Context: an optimization exercise on an open-source flow, tuned for small area, a short achievable clock period and few clock cycles per item. The choices shown serve that exercise and are no tape-out recipe.
Power is estimated from default activity; no workload was simulated.

==> 06-18: inputs <==
==> flow/design.v <==
`default_nettype none
package battleship_pkg;
    localparam int BOARD_SIZE  = 10;
    localparam int COORD_W     = 4;
    localparam int NUM_SHIPS   = 5;
    localparam int SHIP_IDX_W  = 3;
    localparam int SHIP_LEN_W  = 3;
    localparam int FLEET_CELLS = 17;
    localparam int HITS_W      = 5;
    localparam logic [NUM_SHIPS*SHIP_LEN_W-1:0] SHIP_LENGTHS =
        {3'd2, 3'd3, 3'd3, 3'd4, 3'd5};
    typedef enum logic [1:0] {
        CELL_EMPTY = 2'b00,
        CELL_MISS  = 2'b01,
        CELL_HIT   = 2'b10,
        CELL_SHIP  = 2'b11
    } cell_t;
    typedef enum logic [3:0] {
        RES_PLACED,
        RES_OFF_BOARD,
        RES_OVERLAP,
        RES_WRONG_PLAYER,
        RES_MISS,
        RES_HIT,
        RES_REPEAT,
        RES_WIN,
        RES_GAME_OVER
    } result_t;
endpackage
`default_nettype wire
`timescale 1ns/100ps
`default_nettype none
module battleship (
    input  logic                                clk,
    input  logic                                reset,
    input  logic                                cmd_valid,
    output logic                                cmd_ready,
    input  logic                                player,
    input  logic                                direction,
    input  logic [battleship_pkg::COORD_W-1:0]  row,
    input  logic [battleship_pkg::COORD_W-1:0]  col,
    output logic                                result_valid,
    output battleship_pkg::result_t             result,
    output logic                                game_over,
    output logic                                winner
);
    localparam int N = battleship_pkg::BOARD_SIZE;
    function automatic logic [3:0] span_of(input int i);
        case (i)
            0: span_of = 4'd4;
            1: span_of = 4'd3;
            2: span_of = 4'd2;
            3: span_of = 4'd2;
            default: span_of = 4'd1;
        endcase
    endfunction
    function automatic logic ge4(input logic [3:0] x, input logic [3:0] t);
        logic g;
        g = x[0] | ~t[0];
        for (int b = 1; b < 4; b++)
            g = (x[b] & ~t[b]) | ((x[b] | ~t[b]) & g);
        ge4 = g;
    endfunction
    logic           place_phase;     
    logic           expected;        
    logic           act;             
    logic           game_over_q, winner_q, rv_q;
    logic [3:0]     result_q;
    logic [4:0]     idx;             
    logic [4:0]     hits0, hits1;    
    logic [N-1:0]   shot0 [0:N-1];   
    logic [N-1:0]   shot1 [0:N-1];
    logic [3:0]     sr0 [0:4];       
    logic [3:0]     sc0 [0:4];
    logic           sd0 [0:4];
    logic [3:0]     sr1 [0:4];
    logic [3:0]     sc1 [0:4];
    logic           sd1 [0:4];
    logic [3:0] span;            
    logic [3:0] lim;             
    logic       last;            
    logic [4:0] valid;           
    logic [N-1:0] mr [0:4];
    logic [N-1:0] mc [0:4];
    always_comb
    begin
        span = 4'd0;
        for (int i = 0; i < 5; i++)
            if (idx[i])
                span = span | span_of(i);
        lim = 4'd9 - span;
        last = act ? (hits1 == 5'd16) : (hits0 == 5'd16);
        for (int i = 0; i < 5; i++)
            valid[i] = ~place_phase | ((idx >> (i + 1)) != 5'd0);
        for (int i = 0; i < 5; i++)
        begin
            logic [3:0]   r, c;
            logic         d;
            logic [N-1:0] ro, co;
            r = act ? sr1[i] : sr0[i];
            c = act ? sc1[i] : sc0[i];
            d = act ? sd1[i] : sd0[i];
            for (int k = 0; k < N; k++)
            begin
                ro[k] = (r == 4'(k));
                co[k] = (c == 4'(k));
            end
            for (int k = 0; k < N; k++)
            begin
                mr[i][k] = ro[k];
                mc[i][k] = co[k];
                for (int j = 1; j <= int'(span_of(i)); j++)
                    if (k - j >= 0)
                    begin
                        mr[i][k] = mr[i][k] | (~d & ro[k - j]);
                        mc[i][k] = mc[i][k] | (d & co[k - j]);
                    end
            end
        end
    end
    logic [N-1:0] rsel, csel;
    logic         in_rng, fits;
    always_comb
        for (int i = 0; i < N; i++)
        begin
            rsel[i] = (row == 4'(i));
            csel[i] = (col == 4'(i));
        end
    assign in_rng = (row < 4'd10) && (col < 4'd10);
    assign fits   = in_rng && ge4(lim, direction ? col : row);
    logic [N-1:0] nr, nc;
    always_comb
        for (int k = 0; k < N; k++)
        begin
            nr[k] = rsel[k];
            nc[k] = csel[k];
            for (int j = 1; j <= 4; j++)
                if (k - j >= 0)
                begin
                    nr[k] = nr[k] | (~direction & (span >= 4'(j)) & rsel[k - j]);
                    nc[k] = nc[k] | (direction & (span >= 4'(j)) & csel[k - j]);
                end
        end
    logic probe, overlap, is_ship;
    always_comb
    begin
        probe = 1'b0;
        for (int i = 0; i < 5; i++)
            if (valid[i] && ((nr & mr[i]) != '0) && ((nc & mc[i]) != '0))
                probe = 1'b1;
    end
    assign overlap = probe;
    assign is_ship = probe;
    logic         is_shot;
    logic [N-1:0] rv0, rv1;
    always_comb
    begin
        for (int i = 0; i < N; i++)
        begin
            rv0[i] = |(shot0[i] & csel);
            rv1[i] = |(shot1[i] & csel);
        end
        is_shot = act ? |(rv1 & rsel) : |(rv0 & rsel);
    end
    logic [3:0] res;
    logic       turn_ok, do_place, do_shot, do_hit, do_miss, do_win;
    assign turn_ok = ~game_over_q & (player == expected);
    always_comb
    begin
        res      = battleship_pkg::RES_PLACED;
        do_place = 1'b0;
        do_shot  = 1'b0;
        do_hit   = 1'b0;
        do_miss  = 1'b0;
        do_win   = 1'b0;
        if (game_over_q)
            res = battleship_pkg::RES_GAME_OVER;
        else if (player != expected)
            res = battleship_pkg::RES_WRONG_PLAYER;
        else if (place_phase)
        begin
            if (!fits)
                res = battleship_pkg::RES_OFF_BOARD;
            else if (overlap)
                res = battleship_pkg::RES_OVERLAP;
            else
            begin
                res      = battleship_pkg::RES_PLACED;
                do_place = 1'b1;
            end
        end
        else
        begin
            if (!in_rng)
                res = battleship_pkg::RES_OFF_BOARD;
            else
            begin
                do_shot = 1'b1;
                if (is_shot)
                    res = battleship_pkg::RES_REPEAT;
                else if (!is_ship)
                begin
                    res     = battleship_pkg::RES_MISS;
                    do_miss = 1'b1;
                end
                else
                begin
                    do_hit = 1'b1;
                    if (last)
                    begin
                        res    = battleship_pkg::RES_WIN;
                        do_win = 1'b1;
                    end
                    else
                        res = battleship_pkg::RES_HIT;
                end
            end
        end
    end
    logic accept;
    assign accept = cmd_valid;   
    always_ff @(posedge clk)
    begin
        if (reset)
        begin
            place_phase <= 1'b1;
            expected    <= 1'b0;
            act         <= 1'b0;
            game_over_q <= 1'b0;
            winner_q    <= 1'b0;
            rv_q        <= 1'b0;
            idx         <= 5'b00001;
            hits0       <= 5'd0;
            hits1       <= 5'd0;
        end
        else
        begin
            rv_q <= accept;
            if (accept)
            begin
                if (do_place)
                begin
                    if (idx[4])
                    begin
                        expected <= ~expected;
                        if (expected)
                        begin
                            place_phase <= 1'b0;
                            act         <= 1'b1;
                            idx         <= 5'b00000;
                        end
                        else
                        begin
                            act <= 1'b1;
                            idx <= 5'b00001;
                        end
                    end
                    else
                        idx <= {idx[3:0], 1'b0};
                end
                if (do_miss)
                begin
                    expected <= ~expected;
                    act      <= ~act;
                end
                if (do_hit)
                begin
                    if (act)
                        hits1 <= hits1 + 5'd1;
                    else
                        hits0 <= hits0 + 5'd1;
                end
                if (do_win)
                begin
                    game_over_q <= 1'b1;
                    winner_q    <= expected;
                end
            end
        end
    end
    always_ff @(posedge clk)
        result_q <= res;
    always_ff @(posedge clk)
    begin
        for (int i = 0; i < N; i++)
            for (int j = 0; j < N; j++)
            begin
                if (reset)
                begin
                    shot0[i][j] <= 1'b0;
                    shot1[i][j] <= 1'b0;
                end
                else if (accept && do_shot && rsel[i] && csel[j])
                begin
                    if (act)
                        shot1[i][j] <= 1'b1;
                    else
                        shot0[i][j] <= 1'b1;
                end
            end
    end
    always_ff @(posedge clk)
    begin
        for (int i = 0; i < 5; i++)
            if (idx[i])
            begin
                if (expected)
                begin
                    sr1[i] <= row;
                    sc1[i] <= col;
                    sd1[i] <= direction;
                end
                else
                begin
                    sr0[i] <= row;
                    sc0[i] <= col;
                    sd0[i] <= direction;
                end
            end
    end
    assign cmd_ready    = 1'b1;
    assign result_valid = rv_q;
    assign result       = battleship_pkg::result_t'(result_q);
    assign game_over    = game_over_q;
    assign winner       = winner_q;
endmodule
`default_nettype wire
==> flow/run.sh <==
#!/bin/bash
# synth_recipe.tcl (not shown) runs the flow's synth.tcl, then flattens the netlist and writes it again
# the make line also repeats each setting of config.mk as NAME=value (left out here)
make -C /OpenROAD-flow-scripts/flow DESIGN_CONFIG=/design/flow/config.mk WORK_HOME=/design/flow/orfs CLKGATE_MAP_FILE= SYNTH_SCRIPT=/design/flow/synth_recipe.tcl finish
==> flow/config.mk <==
export PLATFORM = sky130hd
export DESIGN_NAME = battleship
export DESIGN_NICKNAME = battleship
export VERILOG_FILES = /design/flow/design.v
export SDC_FILE = /design/flow/constraint.sdc
export NUM_CORES = 4
export LEC_CHECK = 0
export CAP_MARGIN = 20
export CORE_MARGIN = 2
export CORE_UTILIZATION = 40
export SETUP_SLACK_MARGIN = 3.5
export SLEW_MARGIN = 20
==> flow/constraint.sdc <==
create_clock -name core_clock -period 6.0 [get_ports {clk}]
set_input_delay 1.2000 -clock core_clock [delete_from_list [all_inputs] [get_ports {clk}]]
set_output_delay 1.2000 -clock core_clock [all_outputs]
set_load 0.01 [all_outputs]
==> 02-21: changes against 06-18 <==
--- a/flow/design.v
+++ b/flow/design.v
@@ -78,2 +78,8 @@
     logic           sd1 [0:4];
+    logic [3:0] ar [0:4];
+    logic [3:0] ac [0:4];
+    logic [3:0] er [0:4];
+    logic [3:0] ec [0:4];
+    logic [3:0] xr [0:3];
+    logic [3:0] xc [0:3];
     logic [3:0] span;            
@@ -81,5 +87,2 @@
     logic       last;            
-    logic [4:0] valid;           
-    logic [N-1:0] mr [0:4];
-    logic [N-1:0] mc [0:4];
     always_comb
@@ -91,30 +94,15 @@
         lim = 4'd9 - span;
-        last = act ? (hits1 == 5'd16) : (hits0 == 5'd16);
-        for (int i = 0; i < 5; i++)
-            valid[i] = ~place_phase | ((idx >> (i + 1)) != 5'd0);
         for (int i = 0; i < 5; i++)
         begin
-            logic [3:0]   r, c;
-            logic         d;
-            logic [N-1:0] ro, co;
-            r = act ? sr1[i] : sr0[i];
-            c = act ? sc1[i] : sc0[i];
-            d = act ? sd1[i] : sd0[i];
-            for (int k = 0; k < N; k++)
-            begin
-                ro[k] = (r == 4'(k));
-                co[k] = (c == 4'(k));
-            end
-            for (int k = 0; k < N; k++)
-            begin
-                mr[i][k] = ro[k];
-                mc[i][k] = co[k];
-                for (int j = 1; j <= int'(span_of(i)); j++)
-                    if (k - j >= 0)
-                    begin
-                        mr[i][k] = mr[i][k] | (~d & ro[k - j]);
-                        mc[i][k] = mc[i][k] | (d & co[k - j]);
-                    end
-            end
+            ar[i] = act ? sr1[i] : sr0[i];
+            ac[i] = act ? sc1[i] : sc0[i];
+            er[i] = ar[i] + (((act ? sd1[i] : sd0[i])) ? 4'd0 : span_of(i));
+            ec[i] = ac[i] + (((act ? sd1[i] : sd0[i])) ? span_of(i) : 4'd0);
         end
+        for (int i = 0; i < 4; i++)
+        begin
+            xr[i] = (ar[i] > span) ? ar[i] - span : 4'd0;
+            xc[i] = (ac[i] > span) ? ac[i] - span : 4'd0;
+        end
+        last = act ? (hits1 == 5'd16) : (hits0 == 5'd16);
     end
@@ -130,25 +118,18 @@
     assign fits   = in_rng && ge4(lim, direction ? col : row);
-    logic [N-1:0] nr, nc;
-    always_comb
-        for (int k = 0; k < N; k++)
-        begin
-            nr[k] = rsel[k];
-            nc[k] = csel[k];
-            for (int j = 1; j <= 4; j++)
-                if (k - j >= 0)
-                begin
-                    nr[k] = nr[k] | (~direction & (span >= 4'(j)) & rsel[k - j]);
-                    nc[k] = nc[k] | (direction & (span >= 4'(j)) & csel[k - j]);
-                end
-        end
-    logic probe, overlap, is_ship;
+    logic overlap, is_ship;
     always_comb
     begin
-        probe = 1'b0;
+        overlap = 1'b0;
+        is_ship = 1'b0;
         for (int i = 0; i < 5; i++)
-            if (valid[i] && ((nr & mr[i]) != '0) && ((nc & mc[i]) != '0))
-                probe = 1'b1;
+        begin
+            if (ge4(row, ar[i]) && ge4(er[i], row) && ge4(col, ac[i]) && ge4(ec[i], col))
+                is_ship = 1'b1;
+            if (i < 4)
+                if (((idx >> (i + 1)) != 5'd0) && ge4(er[i], row) && ge4(ec[i], col) &&
+                    (direction ? (ge4(row, ar[i]) && ge4(col, xc[i]))
+                               : (ge4(row, xr[i]) && ge4(col, ac[i]))))
+                    overlap = 1'b1;
+        end
     end
-    assign overlap = probe;
-    assign is_ship = probe;
     logic         is_shot;
==> notes <==
Against 02-21, the first-iteration DRC count of 06-18 is higher by 11%. In 06-18 the worst hold slack is worse than in 02-21, by 0.021 ns. Between 06-18 and 02-21, the lower die area is in 02-21 (gap about 0.37%, measured against 02-21). 02-21 went through all stages and came out clean. 06-18 produced a clean layout. In 06-18 the combinational power is smaller than in 02-21, by 8.9%. Against 02-21, the global-route usage of 06-18 is higher by 1.8 points. Clock power: 06-18 is larger than 02-21 (about 3%).
==> figures <==
quantity	06-18	02-21
Status	no timing/DRC/antenna violations	no timing/DRC/antenna violations
Global-route wire length before repair	90,900 um	85,800 um
Post-synthesis share of cell area spent on full adders, half adders and majority gates	0.584%	6.26%
Largest fanout on the critical path	8	7
Share of the synthesized area in the top cell type	28.4%	28.5%
Count of buffer and inverter cells on the critical path	5	4
Initial Util	40.8%	40.6%
Worst slew pin tran	1.14 ns	1.08 ns
Non-Clock Buffer Count	201	191
Slowest Stage Delay on Critical Path	0.49 ns	0.48 ns
Power dissipated in combinational cells	421 uW	462 uW
Slew Limit Headroom	24.1%	28.0%
Die Outline Area	0.0412 mm2	0.0411 mm2
Start point of the critical path	row[2]	act
Function was not checked in any run of this note: the RTL went through the layout flow alone.

afterwards: timing with drivers on the ports:
In the flow no input, the clock included, has a driving cell. The finished layouts below were timed again as built, in two steps.
Step 1 (the two cells are an assumption about what drives the block):
set clk [get_ports {clk}]
set_driving_cell -lib_cell sky130_fd_sc_hd__clkbuf_16 $clk
set_driving_cell -lib_cell sky130_fd_sc_hd__buf_2 [delete_from_list [all_inputs] $clk]
Step 2 also shifts input and output timing later by t, the mid clock arrival at the registers, as if the neighbouring blocks saw the same clock.
a / b / c = ideal ports / drivers / drivers and shift; a / b = the first two.
run	t, ns	setup slack, ns	latest minus earliest clock arrival (ns)	slew at the worst register clock pin (ns)	pins driven straight from the clock port
06-18	0.593	1.997 / 1.976 / 1.383	0.019 / 0.019	0.06 / 0.06	1
02-21	0.595	2.303 / 2.303 / 1.754	0.029 / 0.029	0.07 / 0.07	1
After both steps every run listed still meets setup and hold. The setup slack of 06-18, which loses most, moves by -0.021 ns with the drivers and by -0.614 ns with both steps.
